This is an optimization exercise on Yosys and OpenROAD, whose aim is small area and a short achievable clock period, not a production implementation. At most, simulation tests tie the RTL to the original design; equivalence was not proved.

// ycbcr_rgb_color_convert
module ycbcr_rgb_color_convert
(
	input  logic                  clk,
	input  logic                  arst_n,
	input  logic                  start,
	output logic                  busy,
	input  logic [COMP_W-1:0]     comp0,
	input  logic [COMP_W-1:0]     comp1,
	input  logic [COMP_W-1:0]     comp2,
	input  logic                  frame_end,
	output logic                  done,
	output logic [COMP_W-1:0]     out0,
	output logic [COMP_W-1:0]     out1,
	output logic [COMP_W-1:0]     out2,
	output logic                  last_pixel,
	input  logic                  cfg_wr_en,
	input  logic [CFG_IDX_W-1:0]  cfg_index,
	input  logic [CFG_DATA_W-1:0] cfg_data
);
export LEC_CHECK = 0
export CAP_MARGIN = 20
export CORE_MARGIN = 2
export CORE_UTILIZATION = 40
export CTS_BUF_LIST = sky130_fd_sc_hd__clkbuf_8
export SETUP_SLACK_MARGIN = 3.6
export SLEW_MARGIN = 20
export SYNTH_HIERARCHICAL = 1
create_clock -name core_clock -period 6.5 [get_ports {clk}]
standard.sh (not shown) runs the stock make flow with config.mk's settings and CLKGATE_MAP_FILE= SYNTH_SCRIPT=/design/flow/synth_recipe.tcl, a recipe that flattens the netlist after the stock synthesis.
==> flow/flow/run.sh <==
#!/bin/bash
# Layout flow: the standard ORFS flow (standard.sh, unchanged synthesis), with plain buffers
# (buf_1) instead of the default delay-cell buffers on the input and output ports. Each tool's
# full output is kept: ORFS's per-step logs under orfs/logs/, and make's own output in
# flow_make.log in this folder.
set -euo pipefail
bash standard.sh "BUFFER_PORTS_ARGS=-buffer_cell sky130_fd_sc_hd__buf_1" RECOVER_POWER=100 finish > flow_make.log 2>&1
test -s out/final.def
The first run finished with max-capacitance violations, max-slew violations left.
Edit:
--- a/flow/flow/run.sh
+++ b/flow/flow/run.sh
@@ -6,3 +6,3 @@
 set -euo pipefail
-bash standard.sh "BUFFER_PORTS_ARGS=-buffer_cell sky130_fd_sc_hd__buf_1" RECOVER_POWER=100 finish > flow_make.log 2>&1
+bash standard.sh "BUFFER_PORTS_ARGS=-buffer_cell sky130_fd_sc_hd__buf_1" finish > flow_make.log 2>&1
 test -s out/final.def
--- a/flow/config.mk
+++ b/flow/config.mk
@@ -9,4 +9,3 @@
 export CORE_MARGIN = 2
-export CORE_UTILIZATION = 40
-export CTS_BUF_LIST = sky130_fd_sc_hd__clkbuf_8
+export CORE_UTILIZATION = 55
 export SETUP_SLACK_MARGIN = 3.6
=> This time the run produced a clean layout. Wire length is lower by about 1.8%. Non-clock buffer count is higher by 1. Worst setup slack gets better by 1.1 ns.
Edit:
--- a/flow/config.mk
+++ b/flow/config.mk
@@ -9,3 +9,4 @@
 export CORE_MARGIN = 2
-export CORE_UTILIZATION = 55
+export CORE_UTILIZATION = 30
+export CTS_BUF_LIST = sky130_fd_sc_hd__clkbuf_8
 export SETUP_SLACK_MARGIN = 3.6
The new run went through all stages and came out clean. Count of clock-buffer cells in the layout went down by 1. Fmax barely changes. Via count went up by 0.37%. Design area came out higher by 1.8%. Register-to-register slack stays flat. Critical path depth stays the same.
Edit:
--- a/flow/config.mk
+++ b/flow/config.mk
@@ -9,4 +9,4 @@
 export CORE_MARGIN = 2
-export CORE_UTILIZATION = 30
-export CTS_BUF_LIST = sky130_fd_sc_hd__clkbuf_8
+export CORE_UTILIZATION = 55
+export PLACE_DENSITY = 0.8
 export SETUP_SLACK_MARGIN = 3.6
The new run went through all stages and came out clean.
Synthesized cell count stays the same.
Worst setup slack is worse by 0.046 ns.
Cell area fell slightly.

* * *

Setup of run A:
ycbcr_rgb_color_convert again, from the RTL that the note above started with.
export LEC_CHECK = 0
export CAP_MARGIN = 20
export CORE_MARGIN = 2
export CORE_UTILIZATION = 40
export SETUP_SLACK_MARGIN = 3.6
export SLEW_MARGIN = 20
export SYNTH_HIERARCHICAL = 1
create_clock -name core_clock -period 6.5 [get_ports {clk}]
==> flow/flow/run.sh <==
#!/bin/bash
# Layout flow: the standard ORFS flow (standard.sh, unchanged synthesis), with plain buffers
# (buf_1) instead of the default delay-cell buffers on the input and output ports. Each tool's
# full output is kept: ORFS's per-step logs under orfs/logs/, and make's own output in
# flow_make.log in this folder.
set -euo pipefail
bash standard.sh "BUFFER_PORTS_ARGS=-buffer_cell sky130_fd_sc_hd__buf_1" finish > flow_make.log 2>&1
test -s out/final.def
Run A finished every stage and its layout cleared the timing, DRC and antenna checks.
For run B, these inputs were changed with respect to run A:
- SETUP_SLACK_MARGIN: 3.6 -> 3.7
- CTS_BUF_LIST: unset -> sky130_fd_sc_hd__clkbuf_8
| wire length of the first global-routing pass | run B vs run A | about 2% higher |. Changes observed in run B relative to run A: placed instance count held steady, final routed wirelength across all metal layers now sits lower. Run A → run B: non-clock buffer count decreased 3.6%; number of flip-flops and latches in the synthesized netlist essentially unchanged; tightest hold margin increased 0.021 ns. Changes observed in run B relative to run A: maximum frequency closely matched the old numbers. From run B to run A, number of maximum-capacitance violations did not move at all. The setup skew after layout number comes out higher for run B vs run A. Taking run A over run B, the number of instances resized during post-cts repair ratio works out to 0.804.
Inputs modified between run B and run C:
- SETUP_SLACK_MARGIN: 3.7 -> 3.6
- CORE_UTILIZATION: 40 -> 50
Findings:
Run B ended up with u_ch0.r0_q[5] as its capturing instance or port of the critical path; run C ended up with u_ch0.r0_q[7]. Status: flip-flop and latch count parity (run C, run B). Across both runs, worst setup margin was lower for run C than for run B. Run C has post-route clock period utilization above what run B had.

* * *

## oak
Another version of the RTL of ycbcr_rgb_color_convert (not shown whole).
Size in the first run: ~1300 cells after synthesis, about 200 flip-flops, ~67 I/O pins.
==> flow/config.mk <==
export PLATFORM = sky130hd
export DESIGN_NAME = ycbcr_rgb_color_convert
export DESIGN_NICKNAME = ycbcr_rgb_color_convert
export VERILOG_FILES = /design/flow/design.v
export SDC_FILE = /design/flow/constraint.sdc
export NUM_CORES = 4
export LEC_CHECK = 0
export CAP_MARGIN = 20
export CORE_MARGIN = 2
export CORE_UTILIZATION = 40
export SETUP_SLACK_MARGIN = 4.0
export SLEW_MARGIN = 20
export SYNTH_HIERARCHICAL = 1
==> flow/constraint.sdc <==
create_clock -name core_clock -period 6.5 [get_ports {clk}]
set_input_delay 1.3000 -clock core_clock [delete_from_list [all_inputs] [get_ports {clk}]]
set_output_delay 1.3000 -clock core_clock [all_outputs]
set_load 0.01 [all_outputs]
run.sh (not shown) runs the stock make flow with config.mk's settings and CLKGATE_MAP_FILE= SYNTH_SCRIPT=/design/flow/synth_recipe.tcl, a recipe that flattens the netlist after the stock synthesis.
Stock flow here: none of the scripts above is used.
The inputs of pine differ from those of oak as listed below.
- a change of SETUP_SLACK_MARGIN from 4.0 to 3.8
### Flow results
Delta (pine minus oak): final design area excluding fillers saw a decrease, via count of the first global-routing pass saw a decrease, count of inverters other than clock inverters in the layout saw an increase.
pine and oak ended up with nearly the same clock network area share.
pine closes out successfully: all stages finished, all timing, DRC and antenna checks passed.
Sum of routed wire length over all layers: pine worse than oak
No run of this note included a check of the RTL's function; only the layout flow was run.

-- separate check: timing with driven ports --
The results above use ideal ports. As a check the final layouts listed here were re-extracted and re-timed, cells and wires unchanged.
Step 1 (the two cells are an assumption about what drives the block):
set clk [get_ports {clk}]
set_driving_cell -lib_cell sky130_fd_sc_hd__clkbuf_16 $clk
set_driving_cell -lib_cell sky130_fd_sc_hd__buf_2 [delete_from_list [all_inputs] $clk]
Step 2 moves the port delays by t, midway between the first and last clock arrival at a register: inputs arrive t later, outputs are due t later. That takes back most of the time a late clock gives input paths.
a / b / c = ideal / step 1 / step 2; a / b = the first two.
run | t (ns) | setup slack, ns | worst setup path after step 2 | worst data-port slew with drivers (ns) | pins driven straight from the clock port
the first run of note 1 | 0.528 | 2.496 / 2.496 / 2.496 | register to register | 0.05 | 1
the second run of note 1 | 0.477 | 3.627 / 3.627 / 3.231 | input to register | 0.04 | 1
the third run of note 1 | 0.549 | 3.620 / 3.620 / 3.231 | input to register | 0.07 | 1
the fourth run of note 1 | 0.484 | 3.574 / 3.574 / 3.238 | input to register | 0.05 | 1
run A | 0.493 | 3.669 / 3.677 / 3.205 | input to register | 0.05 | 1
run B | 0.546 | 3.667 / 3.667 / 3.253 | input to register | 0.06 | 1
run C | 0.504 | 3.615 / 3.615 / 3.226 | input to register | 0.04 | 1
oak | 0.579 | 3.535 / 3.535 / 3.325 | input to register | 0.07 | 1
pine | 0.589 | 3.473 / 3.473 / 3.309 | input to register | 0.05 | 1
The setup slack of run A, which loses most, moves by +0.008 ns with the drivers and by -0.464 ns with both steps.
